This design comes from an exercise in tuning for small area on the open sky130 flow, not from production work. The RTL was checked by simulation tests, not by an equivalence proof against the original design. No activity file was given, so power comes from the tool's default toggle rates.

$ cat flow/config.mk
export PLATFORM = sky130hd
export DESIGN_NAME = gpu_frontend_top
export DESIGN_NICKNAME = gpu_frontend_top
export VERILOG_FILES = /design/flow/design.v
export SDC_FILE = /design/flow/constraint.sdc
export NUM_CORES = 4
export LEC_CHECK = 0
export CAP_MARGIN = 20
export CORE_MARGIN = 2
export CORE_UTILIZATION = 40
export PLACE_DENSITY = 0.6
export SLEW_MARGIN = 20
$ cat flow/run.sh
#!/bin/bash
# synth_recipe.tcl (not shown) runs the flow's synth.tcl, then flattens the netlist and writes it again
# the make line also repeats each setting of config.mk as NAME=value (left out here)
make -C /OpenROAD-flow-scripts/flow DESIGN_CONFIG=/design/flow/config.mk WORK_HOME=/design/flow/orfs CLKGATE_MAP_FILE= SYNTH_SCRIPT=/design/flow/synth_recipe.tcl finish
$ cat flow/constraint.sdc
create_clock -name core_clock -period 6.0 [get_ports {clk}]
set_input_delay 1.2000 -clock core_clock [delete_from_list [all_inputs] [get_ports {clk}]]
set_output_delay 1.2000 -clock core_clock [all_outputs]
set_load 0.01 [all_outputs]
$ cat flow/design.v
`timescale 1ns/1ns
package gpu_isa_pkg;
  localparam int opc_w = 7;
  localparam int f3_w  = 3;
  localparam int reg_w = 5;
  localparam logic [opc_w-1:0] opc_lui    = 7'b0110111;
  localparam logic [opc_w-1:0] opc_auipc  = 7'b0010111;
  localparam logic [opc_w-1:0] opc_jal    = 7'b1101111;
  localparam logic [opc_w-1:0] opc_jalr   = 7'b1100111;
  localparam logic [opc_w-1:0] opc_branch = 7'b1100011;
  localparam logic [opc_w-1:0] opc_load   = 7'b0000011;
  localparam logic [opc_w-1:0] opc_store  = 7'b0100011;
  localparam logic [opc_w-1:0] opc_arithi = 7'b0010011;
  localparam logic [opc_w-1:0] opc_arith  = 7'b0110011;
  localparam logic [opc_w-1:0] opc_nop    = 7'h0b;    
  localparam logic [f3_w-1:0] f3_beqd = 3'b010;
  localparam logic [f3_w-1:0] f3_bned = 3'b011;
  typedef union packed {
    struct packed {
      logic [6:0] funct7;
      logic [4:0] rs2;
      logic [4:0] rs1;
      logic [2:0] funct3;
      logic [4:0] rd;
      logic [6:0] opcode;
    } r;
    struct packed {
      logic [11:0] imm_11_0;
      logic [4:0]  rs1;
      logic [2:0]  funct3;
      logic [4:0]  rd;
      logic [6:0]  opcode;
    } i;
    struct packed {
      logic [6:0] imm_11_5;
      logic [4:0] rs2;
      logic [4:0] rs1;
      logic [2:0] funct3;
      logic [4:0] imm_4_0;
      logic [6:0] opcode;
    } s;
    struct packed {
      logic       imm_12;
      logic [5:0] imm_10_5;
      logic [4:0] rs2;
      logic [4:0] rs1;
      logic [2:0] funct3;
      logic [3:0] imm_4_1;
      logic       imm_11;
      logic [6:0] opcode;
    } b;
    struct packed {
      logic [19:0] imm_31_12;
      logic [4:0]  rd;
      logic [6:0]  opcode;
    } u;
    struct packed {
      logic       imm_20;
      logic [9:0] imm_10_1;
      logic       imm_11;
      logic [7:0] imm_19_12;
      logic [4:0] rd;
      logic [6:0] opcode;
    } j;
  } raw_inst_u;
endpackage
`timescale 1ns/1ns
package gpu_pipe_pkg;
  localparam int num_warps  = 8;
  localparam int warp_w     = 3;
  localparam int addr_w     = 32;
  localparam int data_w     = 32;
  localparam int apb_addr_w = 8;
  localparam int ibuf_depth = 4;
  localparam int ibuf_ptr_w = $clog2(ibuf_depth);
  localparam int ibuf_cnt_w = $clog2(ibuf_depth + 1);
  localparam int ibuf_ent_w = addr_w + warp_w + 7 + 3 + 3 * 5 + data_w;
  localparam logic st_idle   = 1'b0;
  localparam logic st_update = 1'b1;
  localparam logic [apb_addr_w-1:0] reg_pc         = 8'h00;
  localparam logic [apb_addr_w-1:0] reg_warp       = 8'h04;
  localparam logic [apb_addr_w-1:0] reg_inst       = 8'h08;   
  localparam logic [apb_addr_w-1:0] reg_status     = 8'h0C;   
  localparam logic [apb_addr_w-1:0] reg_split_base = 8'h40;
  localparam logic [apb_addr_w-1:0] reg_split_end  = 8'h60;   
endpackage
`timescale 1ns/1ns
module inst_fetch_apb (
  input  logic                                clk,
  input  logic                                rst_n,
  input  logic [gpu_pipe_pkg::apb_addr_w-1:0] paddr,
  input  logic                                psel,
  input  logic                                penable,
  input  logic                                pwrite,
  input  logic [gpu_pipe_pkg::data_w-1:0]     pwdata,
  output logic [gpu_pipe_pkg::data_w-1:0]     prdata,
  output logic                                pready,
  output logic                                pslverr,
  output logic                                fd_valid,   
  input  logic                                fd_busy,    
  output logic [gpu_pipe_pkg::addr_w-1:0]     fd_pc,
  output logic [gpu_pipe_pkg::warp_w-1:0]     fd_warp,
  output logic [gpu_pipe_pkg::data_w-1:0]     fd_inst,
  output logic [gpu_pipe_pkg::warp_w-1:0]     split_rd_warp,
  input  logic [gpu_pipe_pkg::data_w-1:0]     split_rd_data,
  input  logic [gpu_pipe_pkg::ibuf_cnt_w-1:0] ibuf_count
);
  localparam int addr_w = gpu_pipe_pkg::addr_w;
  localparam int warp_w = gpu_pipe_pkg::warp_w;
  localparam int data_w = gpu_pipe_pkg::data_w;
  logic [addr_w-1:0] pc_q;
  logic [warp_w-1:0] warp_q;
  logic access, wr_inst, issue, in_split, rd_hit;
  assign access  = psel && penable;
  assign wr_inst = access && pwrite && (paddr == gpu_pipe_pkg::reg_inst);
  assign pready  = access && !(wr_inst && (fd_busy || fd_valid));
  assign issue   = wr_inst && !(fd_busy || fd_valid);
  assign in_split      = (paddr[7:5] == 3'b010);
  assign split_rd_warp = paddr[warp_w+1:2];   
  always_comb begin
    prdata = '0;
    rd_hit = 1'b1;
    if (in_split) begin
      prdata = split_rd_data;
    end else begin
      case (paddr)
        gpu_pipe_pkg::reg_pc:     prdata = pc_q;
        gpu_pipe_pkg::reg_warp:   prdata = data_w'(warp_q);
        gpu_pipe_pkg::reg_inst:   prdata = fd_inst;           
        gpu_pipe_pkg::reg_status: prdata = data_w'(ibuf_count);
        default:                  rd_hit = 1'b0;
      endcase
    end
  end
  assign pslverr = access && !pwrite && !rd_hit;
  always_ff @(posedge clk or negedge rst_n) begin
    if (!rst_n) begin
      pc_q   <= '0;
      warp_q <= '0;
    end else if (access && pwrite) begin
      if (paddr == gpu_pipe_pkg::reg_pc) pc_q <= pwdata;
      if (paddr == gpu_pipe_pkg::reg_warp) warp_q <= pwdata[warp_w-1:0];
    end
  end
  always_ff @(posedge clk or negedge rst_n) begin
    if (!rst_n) fd_valid <= 1'b0;
    else fd_valid <= issue;   
  end
  always_ff @(posedge clk) begin
    if (issue) begin
      fd_pc   <= pc_q;
      fd_warp <= warp_q;
      fd_inst <= pwdata;
    end
  end
endmodule
`timescale 1ns/1ns
module inst_decode (
  input  logic                                clk,
  input  logic                                rst_n,
  input  logic                                fd_valid,
  output logic                                fd_busy,
  input  logic [gpu_pipe_pkg::addr_w-1:0]     fd_pc,
  input  logic [gpu_pipe_pkg::warp_w-1:0]     fd_warp,
  input  logic [gpu_pipe_pkg::data_w-1:0]     fd_inst,
  output logic                                ds_valid,
  output logic [gpu_pipe_pkg::warp_w-1:0]     ds_warp,
  output logic [gpu_pipe_pkg::addr_w-1:2]     ds_next_pc,
  output logic                                ds_stall,
  output logic                                ds_active,
  output logic                                di_valid,   
  input  logic                                di_full,
  output logic [3:0]                          di_code,    
  output logic                                illegal_inst
);
  localparam int addr_w = gpu_pipe_pkg::addr_w;
  logic              busy;    
  logic              legal;
  logic [3:0]        code;
  logic [6:0]        opc;
  logic [addr_w-1:0] jimm, iimm, add_b, sum;
  assign opc = fd_inst[6:0];
  always_comb begin
    legal = 1'b1;
    code  = 4'd0;
    case (opc)
      gpu_isa_pkg::opc_lui:    code = 4'd0;
      gpu_isa_pkg::opc_auipc:  code = 4'd1;
      gpu_isa_pkg::opc_jal:    code = 4'd2;
      gpu_isa_pkg::opc_jalr:   code = 4'd3;
      gpu_isa_pkg::opc_branch: code = 4'd4;
      gpu_isa_pkg::opc_load:   code = 4'd5;
      gpu_isa_pkg::opc_store:  code = 4'd6;
      gpu_isa_pkg::opc_arithi: code = 4'd7;
      gpu_isa_pkg::opc_arith:  code = 4'd8;
      gpu_isa_pkg::opc_nop:    code = 4'd9;
      default:                 legal = 1'b0;
    endcase
  end
  always_ff @(posedge clk or negedge rst_n) begin
    if (!rst_n) busy <= 1'b0;
    else if (fd_valid) busy <= 1'b1;
    else if (!legal || !di_full) busy <= 1'b0;   
  end
  assign fd_busy      = busy;
  assign illegal_inst = busy && !legal;
  assign di_valid     = busy && legal && !di_full;
  assign di_code      = code;
  assign jimm  = {{12{fd_inst[31]}}, fd_inst[19:12], fd_inst[20], fd_inst[30:21], 1'b0};
  assign iimm  = {{20{fd_inst[31]}}, fd_inst[31:20]};
  assign add_b = (opc == gpu_isa_pkg::opc_jal)  ? jimm :
                 (opc == gpu_isa_pkg::opc_jalr) ? iimm : addr_w'(4);
  assign sum   = fd_pc + add_b;
  assign ds_valid   = di_valid;
  assign ds_warp    = fd_warp;
  assign ds_next_pc = sum[addr_w-1:2];
  assign ds_stall   = (opc == gpu_isa_pkg::opc_auipc) || (opc == gpu_isa_pkg::opc_branch);
  assign ds_active  = !((opc == gpu_isa_pkg::opc_branch) &&
                        (fd_inst[14:12] == gpu_isa_pkg::f3_beqd ||
                         fd_inst[14:12] == gpu_isa_pkg::f3_bned));
endmodule
`timescale 1ns/1ns
module split_table (
  input  logic                            clk,
  input  logic                            rst_n,
  input  logic                            ds_valid,
  input  logic [gpu_pipe_pkg::warp_w-1:0] ds_warp,
  input  logic [gpu_pipe_pkg::addr_w-1:2] ds_next_pc,
  input  logic                            ds_stall,
  input  logic                            ds_active,
  input  logic [gpu_pipe_pkg::warp_w-1:0] rd_warp,
  output logic [gpu_pipe_pkg::data_w-1:0] rd_data
);
  localparam int num_warps = gpu_pipe_pkg::num_warps;
  localparam int addr_w    = gpu_pipe_pkg::addr_w;
  logic [addr_w-1:0]    ent_q [num_warps];   
  logic [num_warps-1:0] written_q;
  always_ff @(posedge clk or negedge rst_n) begin
    if (!rst_n) written_q <= '0;
    else if (ds_valid) written_q[ds_warp] <= 1'b1;
  end
  always_ff @(posedge clk) begin
    if (ds_valid) ent_q[ds_warp] <= {ds_next_pc, ds_active, ds_stall};
  end
  assign rd_data = written_q[rd_warp] ? ent_q[rd_warp] : 32'h2;
endmodule
`timescale 1ns/1ns
module inst_buffer (
  input  logic                                clk,
  input  logic                                rst_n,
  input  logic                                di_valid,   
  output logic                                di_full,
  output logic [gpu_pipe_pkg::ibuf_cnt_w-1:0] di_count,
  input  logic [gpu_pipe_pkg::addr_w-1:0]     di_pc,
  input  logic [gpu_pipe_pkg::warp_w-1:0]     di_warp,
  input  logic [3:0]                          di_code,
  input  logic [31:7]                         di_word,
  output logic                                out_valid,
  input  logic                                out_ready,
  output logic [gpu_pipe_pkg::addr_w-1:0]     out_pc,
  output logic [gpu_pipe_pkg::warp_w-1:0]     out_warp,
  output logic [gpu_isa_pkg::opc_w-1:0]       out_opcode,
  output logic [gpu_isa_pkg::f3_w-1:0]        out_funct3,
  output logic [gpu_isa_pkg::reg_w-1:0]       out_rd,
  output logic [gpu_isa_pkg::reg_w-1:0]       out_rs1,
  output logic [gpu_isa_pkg::reg_w-1:0]       out_rs2,
  output logic [gpu_pipe_pkg::data_w-1:0]     out_imm
);
  localparam int ibuf_depth = gpu_pipe_pkg::ibuf_depth;
  localparam int ibuf_ptr_w = gpu_pipe_pkg::ibuf_ptr_w;
  localparam int ibuf_cnt_w = gpu_pipe_pkg::ibuf_cnt_w;
  localparam int ent_w      = 32 + 3 + 4 + 25;
  logic [ent_w-1:0]      mem [ibuf_depth];
  logic [ibuf_ptr_w-1:0] wr_ptr, rd_ptr;
  logic [ibuf_cnt_w-1:0] count;
  logic                  pop;
  logic [3:0]            code;
  logic [31:0]           w;
  assign pop       = out_valid && out_ready;
  assign out_valid = (count != '0);
  assign di_count  = count;
  assign di_full   = count[2];
  always_ff @(posedge clk or negedge rst_n) begin
    if (!rst_n) begin
      wr_ptr <= '0;
      rd_ptr <= '0;
      count  <= '0;
    end else begin
      if (di_valid) wr_ptr <= wr_ptr + 1'b1;   
      if (pop) rd_ptr <= rd_ptr + 1'b1;
      if (di_valid && !pop) count <= count + 1'b1;
      else if (pop && !di_valid) count <= count - 1'b1;
    end
  end
  always_ff @(posedge clk) begin
    if (di_valid) mem[wr_ptr] <= {di_pc, di_warp, di_code, di_word};
  end
  assign {out_pc, out_warp, code, w[31:7]} = mem[rd_ptr];
  always_comb begin
    case (code)
      4'd0:    w[6:0] = gpu_isa_pkg::opc_lui;
      4'd1:    w[6:0] = gpu_isa_pkg::opc_auipc;
      4'd2:    w[6:0] = gpu_isa_pkg::opc_jal;
      4'd3:    w[6:0] = gpu_isa_pkg::opc_jalr;
      4'd4:    w[6:0] = gpu_isa_pkg::opc_branch;
      4'd5:    w[6:0] = gpu_isa_pkg::opc_load;
      4'd6:    w[6:0] = gpu_isa_pkg::opc_store;
      4'd7:    w[6:0] = gpu_isa_pkg::opc_arithi;
      4'd8:    w[6:0] = gpu_isa_pkg::opc_arith;
      default: w[6:0] = gpu_isa_pkg::opc_nop;
    endcase
  end
  assign out_opcode = w[6:0];
  always_comb begin
    out_funct3 = '0;
    out_rd     = '0;
    out_rs1    = '0;
    out_rs2    = '0;
    out_imm    = '0;
    case (code)
      4'd0, 4'd1: begin   
        out_rd  = w[11:7];
        out_imm = {w[31:12], 12'b0};
      end
      4'd2: begin   
        out_rd  = w[11:7];
        out_imm = {{12{w[31]}}, w[19:12], w[20], w[30:21], 1'b0};
      end
      4'd3, 4'd5, 4'd7: begin   
        out_rd     = w[11:7];
        out_rs1    = w[19:15];
        out_funct3 = w[14:12];
        out_imm    = {{20{w[31]}}, w[31:20]};
      end
      4'd4: begin   
        out_rs1    = w[19:15];
        out_rs2    = w[24:20];
        out_funct3 = w[14:12];
        out_imm    = {{20{w[31]}}, w[7], w[30:25], w[11:8], 1'b0};
      end
      4'd6: begin   
        out_rs1    = w[19:15];
        out_rs2    = w[24:20];
        out_funct3 = w[14:12];
        out_imm    = {{20{w[31]}}, w[31:25], w[11:7]};
      end
      4'd8: begin   
        out_rd     = w[11:7];
        out_rs1    = w[19:15];
        out_rs2    = w[24:20];
        out_funct3 = w[14:12];
      end
      default: ;   
    endcase
  end
endmodule
`timescale 1ns/1ns
module gpu_frontend_top (
  input  logic                                clk,
  input  logic                                rst_n,
  input  logic [gpu_pipe_pkg::apb_addr_w-1:0] paddr,
  input  logic                                psel,
  input  logic                                penable,
  input  logic                                pwrite,
  input  logic [gpu_pipe_pkg::data_w-1:0]     pwdata,
  output logic [gpu_pipe_pkg::data_w-1:0]     prdata,
  output logic                                pready,
  output logic                                pslverr,
  output logic                                out_valid,
  input  logic                                out_ready,
  output logic [gpu_pipe_pkg::addr_w-1:0]     out_pc,
  output logic [gpu_pipe_pkg::warp_w-1:0]     out_warp,
  output logic [gpu_isa_pkg::opc_w-1:0]       out_opcode,
  output logic [gpu_isa_pkg::f3_w-1:0]        out_funct3,
  output logic [gpu_isa_pkg::reg_w-1:0]       out_rd,
  output logic [gpu_isa_pkg::reg_w-1:0]       out_rs1,
  output logic [gpu_isa_pkg::reg_w-1:0]       out_rs2,
  output logic [gpu_pipe_pkg::data_w-1:0]     out_imm,
  output logic                                illegal_inst
);
  logic                                fd_valid, fd_busy;
  logic [gpu_pipe_pkg::addr_w-1:0]     fd_pc;
  logic [gpu_pipe_pkg::warp_w-1:0]     fd_warp;
  logic [gpu_pipe_pkg::data_w-1:0]     fd_inst;
  logic                                ds_valid, ds_stall, ds_active;
  logic [gpu_pipe_pkg::warp_w-1:0]     ds_warp;
  logic [gpu_pipe_pkg::addr_w-1:2]     ds_next_pc;
  logic                                di_valid, di_full;
  logic [gpu_pipe_pkg::ibuf_cnt_w-1:0] di_count;
  logic [3:0]                          di_code;
  logic [gpu_pipe_pkg::warp_w-1:0] split_rd_warp;
  logic [gpu_pipe_pkg::data_w-1:0] split_rd_data;
  inst_fetch_apb inst_fetch_apb_inst (
    .clk, .rst_n, .paddr, .psel, .penable, .pwrite, .pwdata, .prdata, .pready, .pslverr,
    .fd_valid, .fd_busy, .fd_pc, .fd_warp, .fd_inst,
    .split_rd_warp (split_rd_warp),
    .split_rd_data (split_rd_data),
    .ibuf_count    (di_count)
  );
  inst_decode inst_decode_inst (
    .clk, .rst_n,
    .fd_valid, .fd_busy, .fd_pc, .fd_warp, .fd_inst,
    .ds_valid, .ds_warp, .ds_next_pc, .ds_stall, .ds_active,
    .di_valid, .di_full, .di_code,
    .illegal_inst (illegal_inst)
  );
  split_table split_table_inst (
    .clk, .rst_n,
    .ds_valid, .ds_warp, .ds_next_pc, .ds_stall, .ds_active,
    .rd_warp (split_rd_warp),
    .rd_data (split_rd_data)
  );
  inst_buffer inst_buffer_inst (
    .clk, .rst_n,
    .di_valid, .di_full, .di_count,
    .di_pc   (fd_pc),
    .di_warp (fd_warp),
    .di_code,
    .di_word (fd_inst[31:7]),
    .out_valid, .out_ready, .out_pc, .out_warp, .out_opcode, .out_funct3,
    .out_rd, .out_rs1, .out_rs2, .out_imm
  );
endmodule
==> results of run 1 <==
==> report_power, final <==
part / internal, mW / switching, mW
logic: 1.14 / 0.925
clock network: 2.28 / 1.62
registers: 4.76 / 0.120
==> worst max-delay path, delay by kind of cell <==
family	cells	cell delay, ns
buf+inv	3	1.45
compound gates	1	0.37
simple gates	1	0.46
mux	2	0.46
==> Yosys cell counts (8+ instances only) <==
cell,n
xor2_1,13
ha_1,38
nand4_1,9
mux2i_1,63
mux4_2,133
buf_1,9
a21oi_1,51
nand3_1,13
xnor2_1,25
nor2_1,46
buf_2,23
inv_1,16
nor3_1,9
o21ai_0,8
nand2_1,45
dfrtp_1,52
mux2_1,37
clkbuf_1,37
o22ai_1,32
and2_1,15
edfxtp_1,579
and3_1,16
a21o_1,39
o21ai_1,12
nor2b_1,24
==> registers in the layout (all words and copies together) (netlist names) <==
name / cells
inst_buffer_inst.rd_ptr: 2
inst_buffer_inst.wr_ptr: 2
inst_buffer_inst.count: 3
inst_fetch_apb_inst.fd_pc: 32
split_table_inst.written_q: 8
inst_fetch_apb_inst.pc_q: 32
inst_fetch_apb_inst.warp_q: 3
split_table_inst.ent_q: 256
inst_buffer_inst.mem: 256
inst_fetch_apb_inst.fd_warp: 3
inst_fetch_apb_inst.fd_valid: 1
inst_fetch_apb_inst.fd_inst: 32
inst_decode_inst.busy: 1
==> layout by cell type (no fill, tap or decap), drive strengths merged, types with 4 or more instances in the layout <==
cell type and count:
ha 38, o21bai 5, clkdlybuf4s50 167, nand2b 7, xnor2 25, mux2 39
nand2 45, and3 16, clkinv 18, buf 31, nor2b 24, nor2 46
a21oi 52, mux2i 63, bufinv 9, o22ai 32, nand3 13, and2 15
inv 25, a22oi 4, edfxtp 579, nand4 9, xor2 13, o21ai 20
or3 5, a21o 39, clkbuf 75, nor3 11, mux4 133, a31oi 5
dfrtp 52
==> area by class of cell <==
cell class	count	area (sq um)	share of cell area
Inverter	18	67.56	0.002174
Clock inverter	36	440.4	0.01417
Multi-Input combinational cell	708	7267	0.2338
Timing Repair Buffer	198	1937	0.06231
Sequential cell	631	18690	0.6014
Tap cell	864	1081	0.03478
Clock buffer	75	1597	0.05136
==> stage by stage <==
step	util	setup WS, ns	instance area, sq um	power (mW)
2_1_floorplan	-	1.026	26320	6.109
3_3_place_gp	0.4441	0.8710	29040	7.061
3_5_place_dp	0.4441	0.8859	29040	7.070
4_1_cts	0.4752	0.6975	31080	10.96
5_1_grt	0.4753	0.5617	31080	11.25
6_report	0.4753	0.8362	31080	10.84
==> per-layer routing <==
layer | GRT usage | vias to the layer above | share of wire
met2 | 0.2883 | 464 | 0.46
li1 | - | 6127 | -
met1 | 0.2696 | 7367 | 0.45
met3 | 0.03331 | 94 | 0.056
met4 | 0.05905 | 0 | 0.028
met5 | 0 | - | 0
==> how the worst max path moves through the flow <==
stage | start | endpoint | slack [ns] | cells after the start
floorplan | paddr[3] | inst_fetch_apb_inst.fd_inst[0]$_DFFE_PP_ | 1.03 | 5
global route | inst_buffer_inst.rd_ptr[0]$_DFFE_PN0P_ | out_imm[27] | 0.56 | 5
CTS | inst_buffer_inst.rd_ptr[0]$_DFFE_PN0P_ | out_imm[25] | 0.70 | 4
global placement | paddr[3] | prdata[28] | 0.87 | 7
detailed placement | paddr[3] | prdata[28] | 0.89 | 7
finish | paddr[3] | prdata[23] | 0.84 | 7
==> cell families after synthesis <==
logic type | after synthesis | synth area share
DFF | 631 | 0.7105
and+or+nand+nor | 207 | 0.04110
other | 1 | 0.0001426
xor gates and xnor gates | 38 | 0.01265
muxes | 235 | 0.1546
buffers and inverters | 94 | 0.01551
AOI/OAI and AO/OA | 187 | 0.04671
adders and majority gates | 39 | 0.01884
==> results.toml, run 1 <==
[route]
drcViolationCount = 0
first_pass_iters = 7
finalWirelength_um = 63250
drt_iter0_drc = 1167
routed_via_density = 5.554
vias = 14050
ant_nets = 0
drt-wirelength-per-cell_um = 25.00

[cts]
numCtsBuffers = 59
cts_tree = "yes"
cts-root-buf = "clkbuf_16"
cts_resized = 0
hold_buffers = 0
cts.sinks = 631
worstSkewPairLatency_ns = 0.62
cts_setup_buffers = 0
clkTransAtPathRegs_ns = 0.06
clock_path_buffers = 3
htreeDepth = 2

[global_route]
grt_pass1_wl_um = 92940
grt_overflow = 0
grt_usage = 0.1864
grt_pass1_vias = 14180
grt_max_degree = 71
antenna_found_initial = 1

[worst_hold_path]
min_from = "split_table_inst.written_q[1]$_DFFE_PN0P_"
hp-class = "flop to flop"
holdPathEnd = "split_table_inst.written_q[1]$_DFFE_PN0P_"
hold_depth = 1

[worst_setup_path]
endpoint_kind = "output pin"
slowest_stage = "clkdlybuf4s50_1"
regToRegSetupSlack_ns = 1.21
rr_worst_depth = 11
path_cells = "buf_4, mux4_2, mux2_2, nand3_1, buf_12, o22ai_1, clkdlybuf4s50_1"
timing.rr.start = "inst_fetch_apb_inst.fd_inst[4]$_DFFE_PP_"
criticalPathCategory = "input pin to output pin"
start_kind = "input pin"
r2r-end = "split_table_inst.ent_q[1][31]$_DFFE_PP_"
crit_fanout = 33
crit_arrival_ns = 3.96
required_ns = 4.80
cp_slowest_stage_delay_ns = 0.62

[synth]
syn_area_sq_mm = 0.02630
synth_seq_cells = 631
yosysWarnings = 4
synth_edf_count = 579
async_reset_ff_frac = 0.08241
yosys-top-cells-area = "edfxtp_1 66%, mux4_2 11%, dfrtp_1 4.9%"
synth_top_area_cell = "edfxtp_1"
synth_top_area_frac = 0.6610
syn_inst = 1432
syn_area_per_cell_sq_um = 18.37
synth.distinct_cells = 70
seq_area_frac_synth = 0.7105
synth_flop_cell = "edfxtp_1"

[finish]
area_delta_synth_final_pct = 18.17
fill_cells = 5504
layout-drive-gt1-share = 0.1747
num_antenna_cells = 0
nets = 1701
final_cells = 2530

[run_status]
outcome = "complete, no violations"

[floorplan]
die_w_um = 260.4
dieArea_sq_mm = 0.06782
core-area_sq_mm = 0.06539
ios = 174
start_util = 0.4022
fp-row-count = 94
die_y_um = 260.4

[placement]
hpwl_um = 41300
portBuffers = 171
gp_congestion = 0.8552
dp.cells = 2419

[timing]
tightest_slew_ns = 0.9639
rsz0062_at_grt = "no"
whs_ns = 0.4511
final.setup.tns_ns = 0
relSlewSlack = 0.3528
max_freq_mhz = 193.7
maxSlewViolCount = 0
clock_skew_ns = 0.01628
fin_crit_sh = 0.8606
finalSetupViolations = 0
hold_violations = 0
period_minus_slack_ns = 5.164

[power_and_ir_drop]
power.density_mw_per_mm2 = 348.7
ir_worst_vdd_mv = 0.2197
p_leak_nw = 10.93

[job]
cap_violations = 0
==> run 2: changes to the inputs <==
--- a/flow/design.v
+++ b/flow/design.v
@@ -102,4 +102,5 @@
   output logic [gpu_pipe_pkg::warp_w-1:0]     fd_warp,
   output logic [gpu_pipe_pkg::data_w-1:0]     fd_inst,
+  output logic                                split_rd_en,
   output logic [gpu_pipe_pkg::warp_w-1:0]     split_rd_warp,
   input  logic [gpu_pipe_pkg::data_w-1:0]     split_rd_data,
@@ -118,19 +119,16 @@
   assign in_split      = (paddr[7:5] == 3'b010);
   assign split_rd_warp = paddr[warp_w+1:2];   
-  always_comb begin
-    prdata = '0;
-    rd_hit = 1'b1;
-    if (in_split) begin
-      prdata = split_rd_data;
-    end else begin
-      case (paddr)
-        gpu_pipe_pkg::reg_pc:     prdata = pc_q;
-        gpu_pipe_pkg::reg_warp:   prdata = data_w'(warp_q);
-        gpu_pipe_pkg::reg_inst:   prdata = fd_inst;           
-        gpu_pipe_pkg::reg_status: prdata = data_w'(ibuf_count);
-        default:                  rd_hit = 1'b0;
-      endcase
-    end
-  end
+  logic sel_pc, sel_warp, sel_inst, sel_status;
+  assign split_rd_en = in_split;
+  assign sel_pc      = (paddr == gpu_pipe_pkg::reg_pc);
+  assign sel_warp    = (paddr == gpu_pipe_pkg::reg_warp);
+  assign sel_inst    = (paddr == gpu_pipe_pkg::reg_inst);   
+  assign sel_status  = (paddr == gpu_pipe_pkg::reg_status);
+  assign rd_hit      = in_split || sel_pc || sel_warp || sel_inst || sel_status;
+  assign prdata = split_rd_data |
+                  ({data_w{sel_pc}}     & pc_q) |
+                  ({data_w{sel_warp}}   & data_w'(warp_q)) |
+                  ({data_w{sel_inst}}   & fd_inst) |
+                  ({data_w{sel_status}} & data_w'(ibuf_count));
   assign pslverr = access && !pwrite && !rd_hit;
   always_ff @(posedge clk or negedge rst_n) begin
@@ -229,6 +227,7 @@
   input  logic                            ds_stall,
   input  logic                            ds_active,
+  input  logic                            rd_en,     
   input  logic [gpu_pipe_pkg::warp_w-1:0] rd_warp,
-  output logic [gpu_pipe_pkg::data_w-1:0] rd_data
+  output logic [gpu_pipe_pkg::data_w-1:0] rd_data    
 );
   localparam int num_warps = gpu_pipe_pkg::num_warps;
@@ -243,5 +242,15 @@
     if (ds_valid) ent_q[ds_warp] <= {ds_next_pc, ds_active, ds_stall};
   end
-  assign rd_data = written_q[rd_warp] ? ent_q[rd_warp] : 32'h2;
+  logic [num_warps-1:0] sel;
+  logic                 unwritten;
+  always_comb begin
+    rd_data = '0;
+    for (int w = 0; w < num_warps; w++) begin
+      sel[w]  = rd_en && (rd_warp == w[2:0]) && written_q[w];
+      rd_data = rd_data | ({addr_w{sel[w]}} & ent_q[w]);
+    end
+    unwritten  = rd_en && !written_q[rd_warp];
+    rd_data[1] = rd_data[1] | unwritten;
+  end
 endmodule
 `timescale 1ns/1ns
@@ -296,5 +305,12 @@
     if (di_valid) mem[wr_ptr] <= {di_pc, di_warp, di_code, di_word};
   end
-  assign {out_pc, out_warp, code, w[31:7]} = mem[rd_ptr];
+  logic [ent_w-1:0] head;
+  always_comb begin
+    head = '0;
+    for (int i = 0; i < ibuf_depth; i++) begin
+      head = head | ({ent_w{rd_ptr == i[1:0]}} & mem[i]);
+    end
+  end
+  assign {out_pc, out_warp, code, w[31:7]} = head;
   always_comb begin
     case (code)
@@ -389,4 +405,5 @@
   logic [gpu_pipe_pkg::ibuf_cnt_w-1:0] di_count;
   logic [3:0]                          di_code;
+  logic                            split_rd_en;
   logic [gpu_pipe_pkg::warp_w-1:0] split_rd_warp;
   logic [gpu_pipe_pkg::data_w-1:0] split_rd_data;
@@ -394,4 +411,5 @@
     .clk, .rst_n, .paddr, .psel, .penable, .pwrite, .pwdata, .prdata, .pready, .pslverr,
     .fd_valid, .fd_busy, .fd_pc, .fd_warp, .fd_inst,
+    .split_rd_en   (split_rd_en),
     .split_rd_warp (split_rd_warp),
     .split_rd_data (split_rd_data),
@@ -408,4 +426,5 @@
     .clk, .rst_n,
     .ds_valid, .ds_warp, .ds_next_pc, .ds_stall, .ds_active,
+    .rd_en   (split_rd_en),
     .rd_warp (split_rd_warp),
     .rd_data (split_rd_data)
==> results.toml, run 2 <==
[run_status]
outcome = "complete, no violations"

[global_route]
grtUsageMet1 = 0.2974
grt_overflow = 0
grt_max_degree = 65
grt_busiest_layer = "met2"
grt_pass1_vias = 15100
grt_pass1_wl_um = 101700
use_met3 = 0.03783
antenna_found_initial = 1
grt_usage = 0.2079
grt_use_met2 = 0.3300

[timing]
rsz0062_at_grt = "no"
finalSetupViolations = 0
hold_violations = 0
max_freq_mhz = 186.0
clock_skew_ns = 0.01474
period_minus_slack_ns = 5.376
tightest_slew_ns = 1.038
fin_crit_sh = 0.8960
final.setup.tns_ns = 0
maxSlewViolCount = 0
relSlewSlack = 0.3033

[worst_setup_path]
endpoint_kind = "output pin"
required_ns = 4.80
start_kind = "input pin"
crit_start = "paddr[2]"
crit_fanout = 15
slowest_stage = "clkdlybuf4s50_1"
crit_arrival_ns = 4.18
path_cells = "clkdlybuf4s50_1, buf_4, mux2_2, a22o_1, a22o_1, a221oi_1, nand3_1, clkdlybuf4s50_1"
criticalPathCategory = "input pin to output pin"
timing.rr.start = "inst_fetch_apb_inst.fd_inst[4]$_DFFE_PP_"
cp_slowest_stage_delay_ns = 0.83

[floorplan]
start_util = 0.4035
dieArea_sq_mm = 0.06544
ios = 174
die_y_um = 255.8
fp-row-count = 92
core-area_sq_mm = 0.06285
die_w_um = 255.8

[route]
first_pass_iters = 8
ant_nets = 0
vias = 15530
routed_via_density = 5.711
drt-wirelength-per-cell_um = 25.40
drcViolationCount = 0
drt_iter0_drc = 1659
finalWirelength_um = 69090

[synth]
synth_top_area_frac = 0.6855
synthXorXnorAreaFrac = 0.01174
synth_flop_cell = "edfxtp_1"
muxShareOfSynthArea = 0.02703
yosysMostFrequentCell = "edfxtp_1"
synth_edf_count = 579
synth_compound_gate_area_share = 0.1212
synth_commonest_cells = "579 x edfxtp_1, 122 x nand2_1, 98 x a22oi_1, 85 x nor2_1, 68 x clkbuf_1"
syn_area_sq_mm = 0.02536
syn_area_per_cell_sq_um = 15.67
synth_fa_ha_area_frac = 0.02151
seq_area_frac_synth = 0.7368
async_reset_ff_frac = 0.08241
yosys-top-cells-area = "edfxtp_1 69%, dfrtp_1 5.1%, a22oi_1 2.9%"
synth_seq_cells = 631
yosysWarnings = 4
syn_inst = 1619
synth_top_family_by_area = "compound AO/OA/AOI/OAI gates"
synth_top_area_cell = "edfxtp_1"
synth_simple_gate_area_share = 0.06497
synth.distinct_cells = 75

[cts]
clkTransAtPathRegs_ns = 0.06
clock_path_buffers = 3
cts-root-buf = "clkbuf_16"
cts_resized = 0
numCtsBuffers = 61
cts_setup_buffers = 0
cts.sinks = 631
hold_buffers = 0
worstSkewPairLatency_ns = 0.63
cts_tree = "yes"
htreeDepth = 2

[finish]
reg.largest.list = "inst_buffer_inst.mem x256, split_table_inst.ent_q x256"
seq_area_sq_mm = 0.01869
multi_input_area_sq_mm = 0.006335
num_antenna_cells = 0
area_delta_synth_final_pct = 19.80
final_common_cell = "edfxtp_1"
layout_common_cells = "579 x edfxtp_1, 169 x clkdlybuf4s50_1, 122 x nand2_1, 98 x a22oi_1, 81 x nor2_1"
layout-drive-gt1-share = 0.1286
fill_cells = 5358
nets = 1910

[worst_hold_path]
min_from = "inst_fetch_apb_inst.pc_q[31]$_DFFE_PN0P_"
hp-class = "flop to flop"

[placement]
portBuffers = 171
hpwl_um = 46580
gp_congestion = 0.8506

[power_and_ir_drop]
ir_worst_vdd_mv = 0.2211
power.density_mw_per_mm2 = 382.0
finalPower_mw = 11.61
p_leak_nw = 10.62

[job]
cap_violations = 0
[run 2: cell types whose count changed in the layout (fill, tap and decap cells not counted), sizes merged, moves of 32 or more]
cell | before | now
a222oi | 0 | 41
nor2 | 46 | 86
a22oi | 4 | 98
mux4 | 133 | 3
a221oi | 1 | 58
mux2i | 63 | 19
o22ai | 32 | 0
nand2 | 45 | 122
a22o | 0 | 39
[run 2: cell families (layout without fill, tap and decap cells)]
logic type / count (synthesis) / count (layout)
XOR/XNOR: 34 / 34
buffers and inverters: 107 / 361
other: 1 / 2
flip-flops: 631 / 631
adder cells (fa/ha/maj): 43 / 43
multiplexers: 60 / 60
AO/OA/AOI/OAI: 399 / 399
AND/OR/NAND/NOR: 344 / 344
[run 2: power breakdown]
part	switching [mW]	total [mW]	internal (mW)
combinational	1.57	2.89	1.32
clock	1.59	3.93	2.34
sequential	0.0299	4.79	4.76
[run 2: final cells by class]
cell class	count	share of cell area
inverter	15	0.001853
clock buffer	96	0.06025
timing repair buffer	230	0.07099
sequential	631	0.6151
clock inverter	20	0.008524
multi-input combinational	882	0.2085
tap	846	0.03484
[run 2: through the flow]
step	instance area, sq um	util	cells	hold slack [ns]	setup WS (ns)
final	30380	0.4834	2720	0.4710	0.6243
after detailed placement	28290	0.4501	2604	0.4558	0.6647
after floorplan	25370	-	1620	0.4364	1.599
after global routing	30380	0.4834	2720	0.4859	0.5143
after CTS	30380	0.4833	2720	0.4700	0.6494
after global placement	28290	0.4501	2604	0.4497	0.6698
[run 2: layer usage]
layer	up-vias	routed length [um]
li1	6871	-
met1	7944	30190
met2	632	32460
met3	86	4962
met4	0	1475
met5	-	0
[run 2: worst paths after layout]
path	end	slack, ns	cells past startpoint
worst max-delay path	prdata[0]	0.62	8
worst min-delay path	inst_fetch_apb_inst.fd_pc[31]$_DFFE_PP_	0.47	0
worst max register to register	split_table_inst.ent_q[7][31]$_DFFE_PP_	1.30	12
worst min register to register	inst_fetch_apb_inst.fd_pc[31]$_DFFE_PP_	0.47	0
max in group asynchronous	inst_fetch_apb_inst.pc_q[14]$_DFFE_PN0P_	4.67	2
min in group asynchronous	inst_fetch_apb_inst.pc_q[31]$_DFFE_PN0P_	0.73	2
[run 2: critical path: cells and delay by family]
kind	cells	cell delay, ns
AO/OA/AOI/OAI	3	0.69
AND/OR/NAND/NOR	1	0.22
multiplexers	1	0.37
buffers and inverters	3	1.69
==> run 3: changes to the inputs <==
==> flow/flow/run.sh (new file) <==
#!/bin/bash
# Own layout flow: the standard ORFS flow with three changes that only
# affect how the layout is made:
#  - ABC maps the logic with an area-oriented script (flow/abc_area.script)
#    in place of ORFS's speed script; registers are untouched;
#  - every input and output port still gets a buffer, but a buf_1;
#  - CTS builds the tree from clkbuf_8 with larger sink clusters and
#    without dummy loads.
# Each step's full output is in orfs/logs/...; make's output in the logs below.
set -euo pipefail
WORK=$(pwd)
rm -rf "$WORK/scripts_own"
cp -r "$FLOW_HOME/scripts" "$WORK/scripts_own"
cp "$WORK/flow/abc_area.script" "$WORK/scripts_own/abc_speed.script"
export SCRIPTS_DIR="$WORK/scripts_own"
export BUFFER_PORTS_ARGS="-buffer_cell sky130_fd_sc_hd__buf_1"
export CTS_ARGS="-sink_clustering_enable -repair_clock_nets -dont_use_dummy_load -buf_list sky130_fd_sc_hd__clkbuf_8 -sink_clustering_size 20 -sink_clustering_max_diameter 60"
bash standard.sh synth > "$WORK/flow_synth.log" 2>&1
bash standard.sh > "$WORK/flow_layout.log" 2>&1
==> flow/flow/abc_area.script (new file) <==
&get -n
&st
&syn2
&synch2
&dch -f
&nf -a
&st
&syn3
&synch2
&dch -f
&nf -a
&st
&syn4
&dch -f
&nf -a
&st
&syn3
&synch2
&dch -f
&nf -a
&st
&syn4
&dch -f
&nf -a
&put
topo
stime -c
==> flow/standard.sh (new file) <==
#!/bin/bash
# synth_recipe.tcl (not shown) runs the flow's synth.tcl, then flattens the netlist and writes it again
# the make line also repeats each setting of config.mk as NAME=value (left out here)
make -C /OpenROAD-flow-scripts/flow DESIGN_CONFIG=/design/flow/config.mk WORK_HOME=/design/flow/orfs CLKGATE_MAP_FILE= SYNTH_SCRIPT=/design/flow/synth_recipe.tcl "${@:-finish}"
--- a/flow/config.mk
+++ b/flow/config.mk
@@ -8,5 +8,5 @@
 export CAP_MARGIN = 20
 export CORE_MARGIN = 2
-export CORE_UTILIZATION = 40
-export PLACE_DENSITY = 0.6
+export CORE_UTILIZATION = 60
+export PLACE_DENSITY = 0.75
 export SLEW_MARGIN = 20
removed: flow/run.sh
==> results.toml, run 3 <==
[run_status]
outcome = "finished with violations"
violations = "setup timing"

[placement]
gp_congestion = 0.8950
hpwl_um = 37930
portBuffers = 171
dp.cells = 2150
place_area_sq_mm = 0.02597
pre_cts_ws_ns = -0.6333

[timing]
clock_skew_ns = 0.05708
maxSlewViolCount = 0
final.setup.tns_ns = -15.87
tightest_slew_ns = 1.061
relSlewSlack = 0.2927
max_freq_mhz = 150.8
fin_crit_sh = 1.105
hold_violations = 0
rsz0062_at_grt = "yes"
period_minus_slack_ns = 6.631
finalSetupViolations = 40
worst_slack_ns = -0.6309

[power_and_ir_drop]
switchingPower_mw = 2.654
power.density_mw_per_mm2 = 320.3
p_int_mw = 5.969
swShare = 0.3078
p_clk_frac = 0.210
p_comb_frac = 0.235
p_seq_frac = 0.555
ir_worst_vdd_mv = 0.1919
p_leak_nw = 9.639

[synth]
synth_top_area_cell = "edfxtp_1"
synth_seq_cells = 631
synth_edf_count = 579
synth.distinct_cells = 48
yosysMostFrequentCell = "edfxtp_1"
seq_area_frac_synth = 0.7793
synth_top_area_frac = 0.7250
syn_area_sq_mm = 0.02398
syn_area_per_cell_sq_um = 17.39
synth_flop_cell = "edfxtp_1"
yosysWarnings = 4
yosys-top-cells-area = "edfxtp_1 72%, dfrtp_1 5.4%, a222oi_1 5.2%"
async_reset_ff_frac = 0.08241
syn_inst = 1379
synth_commonest_cells = "579 x edfxtp_1, 131 x nand2_1, 125 x a222oi_1, 59 x nor2_1, 52 x dfrtp_1"

[finish]
final_util = 0.6807
multi_input_area_sq_mm = 0.005500
area_delta_synth_final_pct = 12.26
layout-drive-gt1-share = 0.1139
layout_common_cells = "579 x edfxtp_1, 170 x buf_1, 130 x nand2_1, 125 x a222oi_1, 102 x buf_4"
num_antenna_cells = 0
fill_cells = 2644
reg.largest.list = "inst_buffer_inst.mem x256, split_table_inst.ent_q x256"
seq_area_sq_mm = 0.01869
final_common_cell = "edfxtp_1"
final_cells = 2219
nets = 1785
final_area_sq_mm = 0.02692

[worst_setup_path]
required_ns = 6.31
endpoint_kind = "flop"
cp_slowest_stage_delay_ns = 0.49
crit_arrival_ns = 6.95
crit_fanout = 8
criticalPathCategory = "flop to flop"
path_common_cell = "a21o_1"
start_kind = "flop"
slowest_stage = "or3_1"
regToRegSetupSlack_ns = -0.63

[cts]
cts-root-buf = "clkbuf_8"
clock_path_buffers = 3
cts.sinks = 631
worstSkewPairLatency_ns = 0.61
numCtsBuffers = 40
cts_tree = "yes"
hold_buffers = 0
htreeDepth = 2
clkTransAtPathRegs_ns = 0.12

[route]
first_pass_iters = 8
finalWirelength_um = 63130
vias = 14970
routed_via_density = 6.748
drcViolationCount = 0
drt_iter0_drc = 2223
ant_nets = 0
drt-wirelength-per-cell_um = 28.45

[floorplan]
dieArea_sq_mm = 0.04159
die_y_um = 203.9
ios = 174
core-area_sq_mm = 0.03955
start_util = 0.6064
die_w_um = 203.9
fp-row-count = 73

[job]
cap_violations = 0

[worst_hold_path]
hp-class = "flop to flop"

[global_route]
grt_max_degree = 69
antenna_found_initial = 2
grt_usage = 0.3039
grt_pass1_vias = 14580
grt_overflow = 0
grt_pass1_wl_um = 91550
-- run 3: cell count changes in the layout (fill, tap and decap cells not counted), sizes merged, moves of 17 or more --
| cell | previous run | this run |
|---|---|---|
| clkdlybuf4s50 | 169 | 0 |
| a22oi | 98 | 15 |
| a21oi | 51 | 19 |
| clkbuf | 96 | 41 |
| inv | 17 | 0 |
| buf | 61 | 275 |
| o21ai | 50 | 27 |
| mux2i | 19 | 0 |
| nor2 | 86 | 59 |
| a222oi | 41 | 125 |
| a221oi | 58 | 11 |
| a21boi | 2 | 32 |
-- run 3: metal layers --
metal	wire length [um]	global-route usage
met4	2259	0.1139
met1	24200	0.4256
met3	6678	0.05389
met2	29970	0.4848
met5	13	0
-- run 3: through the flow --
step	power (mW)	hold slack, ns
floorplan	6.049	0.4378
global placement	6.852	0.4519
detailed placement	6.885	0.4592
CTS	8.614	0.4813
global route	8.943	0.4923
finish	8.623	0.4805
-- run 3: cell type report --
| class | instances | share of cell area |
|---|---|---|
| well taps | 525 | 0.02440 |
| inverters | 20 | 0.002788 |
| repair buffers | 276 | 0.05391 |
| clock buffers | 40 | 0.02045 |
| flip-flops and latches | 631 | 0.6941 |
| multi-input cells | 727 | 0.2043 |
-- run 3: worst paths after layout --
check | endpoint | startpoint | depth (start not counted)
worst max-delay path | split_table_inst.ent_q[0][31]$_DFFE_PP_ | inst_fetch_apb_inst.fd_inst[4]$_DFFE_PP_ | 33
worst min-delay path | inst_fetch_apb_inst.fd_pc[20]$_DFFE_PP_ | inst_fetch_apb_inst.pc_q[20]$_DFFE_PN0P_ | 0
worst max register to register | split_table_inst.ent_q[0][31]$_DFFE_PP_ | inst_fetch_apb_inst.fd_inst[4]$_DFFE_PP_ | 33
worst min register to register | inst_fetch_apb_inst.fd_pc[20]$_DFFE_PP_ | inst_fetch_apb_inst.pc_q[20]$_DFFE_PN0P_ | 0
max in group asynchronous | inst_fetch_apb_inst.pc_q[27]$_DFFE_PN0P_ | rst_n | 2
min in group asynchronous | split_table_inst.written_q[0]$_DFFE_PN0P_ | rst_n | 2
-- run 3: cell families after synthesis --
group | Yosys count | synth area share
flip-flops | 631 | 0.7793
AND/OR/NAND/NOR | 306 | 0.05807
AO/OA/AOI/OAI | 303 | 0.1056
adder cells (fa/ha/maj) | 43 | 0.02275
XOR/XNOR | 37 | 0.01351
multiplexers | 36 | 0.01690
buffers and inverters | 22 | 0.003756
other | 1 | 0.0001564
-- run 3: power groups by stage --
stage	Sequential [mW]	Clock, mW	Combinational (mW)
after floorplan	4.87	0	1.18
after global placement	4.88	0	1.97
after detailed placement	4.88	0	2.00
after CTS	4.78	1.82	2.01
after global routing	4.79	1.97	2.18
final	4.78	1.81	2.03
-- run 3: critical path, delay by kind of cell, from the launching register on --
family                     cells  cell delay (ns)
xor gates and xnor gates       1             0.15
AOI/OAI and AO/OA             29             4.72
DFF                            1             0.41
and+or+nand+nor                2             0.78
adders and majority gates      1             0.24
-- run 3: repair_timing --
action	4_1_cts	5_1_grt
resized for setup	15	8
setup buffers	22	11
pin swaps	17	13
endpoints found under the setup margin	48	72
==> run 4: changes to the inputs <==
--- a/flow/design.v
+++ b/flow/design.v
@@ -183,14 +183,14 @@
     code  = 4'd0;
     case (opc)
-      gpu_isa_pkg::opc_lui:    code = 4'd0;
-      gpu_isa_pkg::opc_auipc:  code = 4'd1;
-      gpu_isa_pkg::opc_jal:    code = 4'd2;
-      gpu_isa_pkg::opc_jalr:   code = 4'd3;
-      gpu_isa_pkg::opc_branch: code = 4'd4;
-      gpu_isa_pkg::opc_load:   code = 4'd5;
-      gpu_isa_pkg::opc_store:  code = 4'd6;
-      gpu_isa_pkg::opc_arithi: code = 4'd7;
-      gpu_isa_pkg::opc_arith:  code = 4'd8;
-      gpu_isa_pkg::opc_nop:    code = 4'd9;
+      gpu_isa_pkg::opc_lui:    code = 4'd7;
+      gpu_isa_pkg::opc_auipc:  code = 4'd3;
+      gpu_isa_pkg::opc_jal:    code = 4'd15;
+      gpu_isa_pkg::opc_jalr:   code = 4'd13;
+      gpu_isa_pkg::opc_branch: code = 4'd12;
+      gpu_isa_pkg::opc_load:   code = 4'd0;
+      gpu_isa_pkg::opc_store:  code = 4'd4;
+      gpu_isa_pkg::opc_arithi: code = 4'd2;
+      gpu_isa_pkg::opc_arith:  code = 4'd6;
+      gpu_isa_pkg::opc_nop:    code = 4'd1;
       default:                 legal = 1'b0;
     endcase
@@ -281,5 +281,5 @@
   localparam int ent_w      = 32 + 3 + 4 + 25;
   logic [ent_w-1:0]      mem [ibuf_depth];
-  logic [ibuf_ptr_w-1:0] wr_ptr, rd_ptr;
+  logic [ibuf_ptr_w-1:0] wr_ptr, rd_ptr;   
   logic [ibuf_cnt_w-1:0] count;
   logic                  pop;
@@ -290,12 +290,11 @@
   assign di_count  = count;
   assign di_full   = count[2];
+  assign rd_ptr    = wr_ptr - count[ibuf_ptr_w-1:0];
   always_ff @(posedge clk or negedge rst_n) begin
     if (!rst_n) begin
       wr_ptr <= '0;
-      rd_ptr <= '0;
       count  <= '0;
     end else begin
       if (di_valid) wr_ptr <= wr_ptr + 1'b1;   
-      if (pop) rd_ptr <= rd_ptr + 1'b1;
       if (di_valid && !pop) count <= count + 1'b1;
       else if (pop && !di_valid) count <= count - 1'b1;
@@ -315,14 +314,15 @@
   always_comb begin
     case (code)
-      4'd0:    w[6:0] = gpu_isa_pkg::opc_lui;
-      4'd1:    w[6:0] = gpu_isa_pkg::opc_auipc;
-      4'd2:    w[6:0] = gpu_isa_pkg::opc_jal;
-      4'd3:    w[6:0] = gpu_isa_pkg::opc_jalr;
-      4'd4:    w[6:0] = gpu_isa_pkg::opc_branch;
-      4'd5:    w[6:0] = gpu_isa_pkg::opc_load;
-      4'd6:    w[6:0] = gpu_isa_pkg::opc_store;
-      4'd7:    w[6:0] = gpu_isa_pkg::opc_arithi;
-      4'd8:    w[6:0] = gpu_isa_pkg::opc_arith;
-      default: w[6:0] = gpu_isa_pkg::opc_nop;
+      4'd7: w[6:0] = gpu_isa_pkg::opc_lui;
+      4'd3: w[6:0] = gpu_isa_pkg::opc_auipc;
+      4'd15: w[6:0] = gpu_isa_pkg::opc_jal;
+      4'd13: w[6:0] = gpu_isa_pkg::opc_jalr;
+      4'd12: w[6:0] = gpu_isa_pkg::opc_branch;
+      4'd0: w[6:0] = gpu_isa_pkg::opc_load;
+      4'd4: w[6:0] = gpu_isa_pkg::opc_store;
+      4'd2: w[6:0] = gpu_isa_pkg::opc_arithi;
+      4'd6: w[6:0] = gpu_isa_pkg::opc_arith;
+      4'd1: w[6:0] = gpu_isa_pkg::opc_nop;
+      default: w[6:0] = 7'b0000011;
     endcase
   end
@@ -335,13 +335,13 @@
     out_imm    = '0;
     case (code)
-      4'd0, 4'd1: begin   
+      4'd7, 4'd3: begin   
         out_rd  = w[11:7];
         out_imm = {w[31:12], 12'b0};
       end
-      4'd2: begin   
+      4'd15: begin   
         out_rd  = w[11:7];
         out_imm = {{12{w[31]}}, w[19:12], w[20], w[30:21], 1'b0};
       end
-      4'd3, 4'd5, 4'd7: begin   
+      4'd13, 4'd0, 4'd2: begin   
         out_rd     = w[11:7];
         out_rs1    = w[19:15];
@@ -349,5 +349,5 @@
         out_imm    = {{20{w[31]}}, w[31:20]};
       end
-      4'd4: begin   
+      4'd12: begin   
         out_rs1    = w[19:15];
         out_rs2    = w[24:20];
@@ -355,5 +355,5 @@
         out_imm    = {{20{w[31]}}, w[7], w[30:25], w[11:8], 1'b0};
       end
-      4'd6: begin   
+      4'd4: begin   
         out_rs1    = w[19:15];
         out_rs2    = w[24:20];
@@ -361,5 +361,5 @@
         out_imm    = {{20{w[31]}}, w[31:25], w[11:7]};
       end
-      4'd8: begin   
+      4'd6: begin   
         out_rd     = w[11:7];
         out_rs1    = w[19:15];
--- a/flow/flow/abc_area.script
+++ b/flow/flow/abc_area.script
@@ -20,7 +20,7 @@
 &nf -a
 &st
-&syn4
-&dch -f
-&nf -a
+&if -g -K 6
+&synch2
+&nf -R 20
 &put
 topo
==> results.toml, run 4 <==
[synth]
synth_top_area_cell = "edfxtp_1"
yosysWarnings = 4
seq_area_frac_synth = 0.7574
yosys-top-cells-area = "edfxtp_1 71%, mux4_2 5.9%, dfrtp_1 5.1%"
synth_edf_count = 579
synth_flop_cell = "edfxtp_1"
synth_top_area_frac = 0.7066
synth_commonest_cells = "579 x edfxtp_1, 97 x a22oi_1, 64 x mux4_2, 50 x dfrtp_1, 45 x nor2_1"
syn_area_sq_mm = 0.02461
synth.distinct_cells = 51
yosysMostFrequentCell = "edfxtp_1"
syn_area_per_cell_sq_um = 18.51
synth_seq_cells = 629
async_reset_ff_frac = 0.07949
syn_inst = 1329

[worst_setup_path]
slowest_stage = "xor2_1"
crit_fanout = 11
crit_buf_inv = 0
criticalPathCategory = "flop to flop"
cp_slowest_stage_delay_ns = 0.51
crit_arrival_ns = 6.00
endpoint_kind = "flop"
start_kind = "flop"
crit_family = "compound AO/OA/AOI/OAI gates"
path_cells = "nand4b_1, nor2_2, and2_0, ha_1, o21ai_0, a21oi_1, o21ai_0, a31oi_1, a41oi_1, a211oi_1, o21ai_1, o211ai_1, a31oi_1, nor2b_1, a311o_1, a21oi_1, xor2_1"
required_ns = 6.35

[power_and_ir_drop]
finalPower_mw = 9.048
ir_worst_vdd_mv = 0.1965
power.density_mw_per_mm2 = 337.2
p_leak_nw = 9.037

[global_route]
use_met3 = 0.03974
grt_busiest_layer = "met2"
grt_pass1_vias = 13600
grt_max_degree = 69
grt_use_met2 = 0.4550
grt_pass1_wl_um = 86220
grt_overflow = 0
grt_usage = 0.2822
grtUsageMet1 = 0.4114
antenna_found_initial = 1

[route]
vias = 13910
routed_via_density = 6.612
drt_iter0_drc = 1565
ant_nets = 0
first_pass_iters = 5
drcViolationCount = 0
drt-wirelength-per-cell_um = 28.20
finalWirelength_um = 59340

[timing]
clock_skew_ns = 0.06517
maxSlewViolCount = 0
hold_violations = 0
tightest_slew_ns = 1.150
fin_crit_sh = 0.9419
period_minus_slack_ns = 5.652
relSlewSlack = 0.2267
max_freq_mhz = 176.9
finalSetupViolations = 0
whs_ns = 0.4722

[finish]
final_cells = 2104
final_common_cell = "edfxtp_1"
final_area_sq_mm = 0.02683
layout-drive-gt1-share = 0.09994
nets = 1659
reg.largest.list = "inst_buffer_inst.mem x256, split_table_inst.ent_q x256"
area_delta_synth_final_pct = 9.041
layout_common_cells = "579 x edfxtp_1, 170 x buf_1, 97 x a22oi_1, 64 x mux4_2, 50 x dfrtp_1"

[worst_hold_path]
hp-class = "flop to flop"

[placement]
dp.cells = 2064
portBuffers = 171
place_area_sq_mm = 0.02629
hpwl_um = 36690
gp_congestion = 0.8832

[cts]
worstSkewPairLatency_ns = 0.62
cts.sinks = 629
clock_path_buffers = 3
numCtsBuffers = 39
cts_tree = "yes"
cts-root-buf = "clkbuf_8"
htreeDepth = 2
clkTransAtPathRegs_ns = 0.12

[job]
cap_violations = 0

[floorplan]
ios = 174
die_y_um = 206.5
dieArea_sq_mm = 0.04265
core-area_sq_mm = 0.04065
fp-row-count = 74
start_util = 0.6054
die_w_um = 206.5

[run_status]
outcome = "complete, no violations"
-- run 4: cell type report --
cell class | instances | area [sq um]
clock buffer | 39 | 536.8
timing repair buffer | 204 | 915.9
fill | 2722 | 13820
inverter | 17 | 63.81
antenna | 1 | 2.502
sequential | 629 | 18640
multi-input combinational | 682 | 6008
tap | 532 | 665.6
-- run 4: worst reg2reg max path: stages, from the launching register on --
cell and delay, ns:
edfxtp_1 0.50, nand4b_1 0.34, nor2_2 0.42, and2_0 0.22, ha_1 0.27, o21ai_0 0.24
a21oi_1 0.09, o21ai_0 0.11, a31oi_1 0.20, a41oi_1 0.41, a211oi_1 0.18, o21ai_1 0.50
o211ai_1 0.21, a31oi_1 0.42, nor2b_1 0.16, a311o_1 0.41, a21oi_1 0.19, xor2_1 0.51
-- run 4: path summary, 6_finish.rpt --
check,startpoint,end,slack (ns),cells past startpoint
worst max-delay path,inst_fetch_apb_inst.fd_inst[4]$_DFFE_PP_,split_table_inst.ent_q[2][31]$_DFFE_PP_,0.35,17
worst min-delay path,inst_fetch_apb_inst.pc_q[20]$_DFFE_PN0P_,inst_fetch_apb_inst.fd_pc[20]$_DFFE_PP_,0.47,0
worst max register to register,inst_fetch_apb_inst.fd_inst[4]$_DFFE_PP_,split_table_inst.ent_q[2][31]$_DFFE_PP_,0.35,17
worst min register to register,inst_fetch_apb_inst.pc_q[20]$_DFFE_PN0P_,inst_fetch_apb_inst.fd_pc[20]$_DFFE_PP_,0.47,0
max in group asynchronous,rst_n,inst_fetch_apb_inst.pc_q[8]$_DFFE_PN0P_,4.63,2
min in group asynchronous,rst_n,split_table_inst.written_q[0]$_DFFE_PN0P_,0.76,2
-- run 4: repair_timing --
| action | CTS | global route |
|---|---|---|
| endpoints found under the hold margin | 0 | 0 |
| buffers inserted | 0 | 0 |
| gates resized for setup | 0 | 3 |
| hold buffers | 0 | 0 |
| setup endpoints to repair | 0 | 27 |
-- run 4: per-layer routing --
| layer | vias to the layer above | share of wire | wire, um |
|---|---|---|---|
| li1 | 5946 | - | - |
| met1 | 7082 | 0.40 | 23910 |
| met2 | 779 | 0.48 | 28640 |
| met3 | 102 | 0.090 | 5333 |
| met4 | 2 | 0.024 | 1448 |
| met5 | - | 0.00027 | 16 |
-- run 4: stage by stage --
stage,worst slack (ns),setup TNS (ns),utilization
after floorplan,0.3590,0,-
after global placement,0.4885,0,0.6467
after detailed placement,0.1547,0,0.6467
after CTS,0.1032,0,0.6599
after global routing,-0.01445,-0.1028,0.6600
final,0.3484,0,0.6601
-- run 4: logic make-up (layout without fill, tap and decap cells) --
family,after synthesis,after routing,synth area share
and+or+nand+nor,240,240,0.05207
other,1,3,0.0001524
DFF,629,629,0.7574
AOI/OAI and AO/OA,268,268,0.08004
adders and majority gates,40,40,0.02064
xor gates and xnor gates,32,32,0.01139
buffers and inverters,19,260,0.003203
muxes,100,100,0.07505
-- run 4: power by group --
part           switching, mW  internal [mW]  total [mW]
Clock                   1.21          0.590        1.80
Combinational           1.45           1.05        2.50
Sequential            0.0228           4.73        4.75

==> static timing again, ports no longer ideal <==
In the flow no input, the clock included, has a driving cell. The finished layouts below were timed again as built, in two steps. Step 1: set_driving_cell puts a clkbuf_16 on clk and a buf_2 on each other input, an assumption about the parent block. Step 2 adds t to the input delays and takes it off the output delays; t is the mean of the earliest and latest rising clock arrival at the registers after step 1. Input paths then give back, and output paths get back, about the clock's delay inside the block. a / b / c = ideal / step 1 / step 2; a / b = the first two.
| run | t (ns) | slack for setup (ns) | slew at the worst register clock pin (ns) |
|---|---|---|---|
| run 1 | 0.673 | 0.836 / 0.781 / 0.814 | 0.07 / 0.07 |
| run 2 | 0.673 | 0.624 / 0.576 / 0.576 | 0.07 / 0.07 |
| run 3 | 0.633 | -0.631 / -0.631 / -0.631 | 0.12 / 0.12 |
| run 4 | 0.639 | 0.348 / 0.348 / 0.348 | 0.12 / 0.12 |
The setup slack of run 2, which loses most, moves by -0.048 ns with the drivers and by -0.048 ns with both steps.
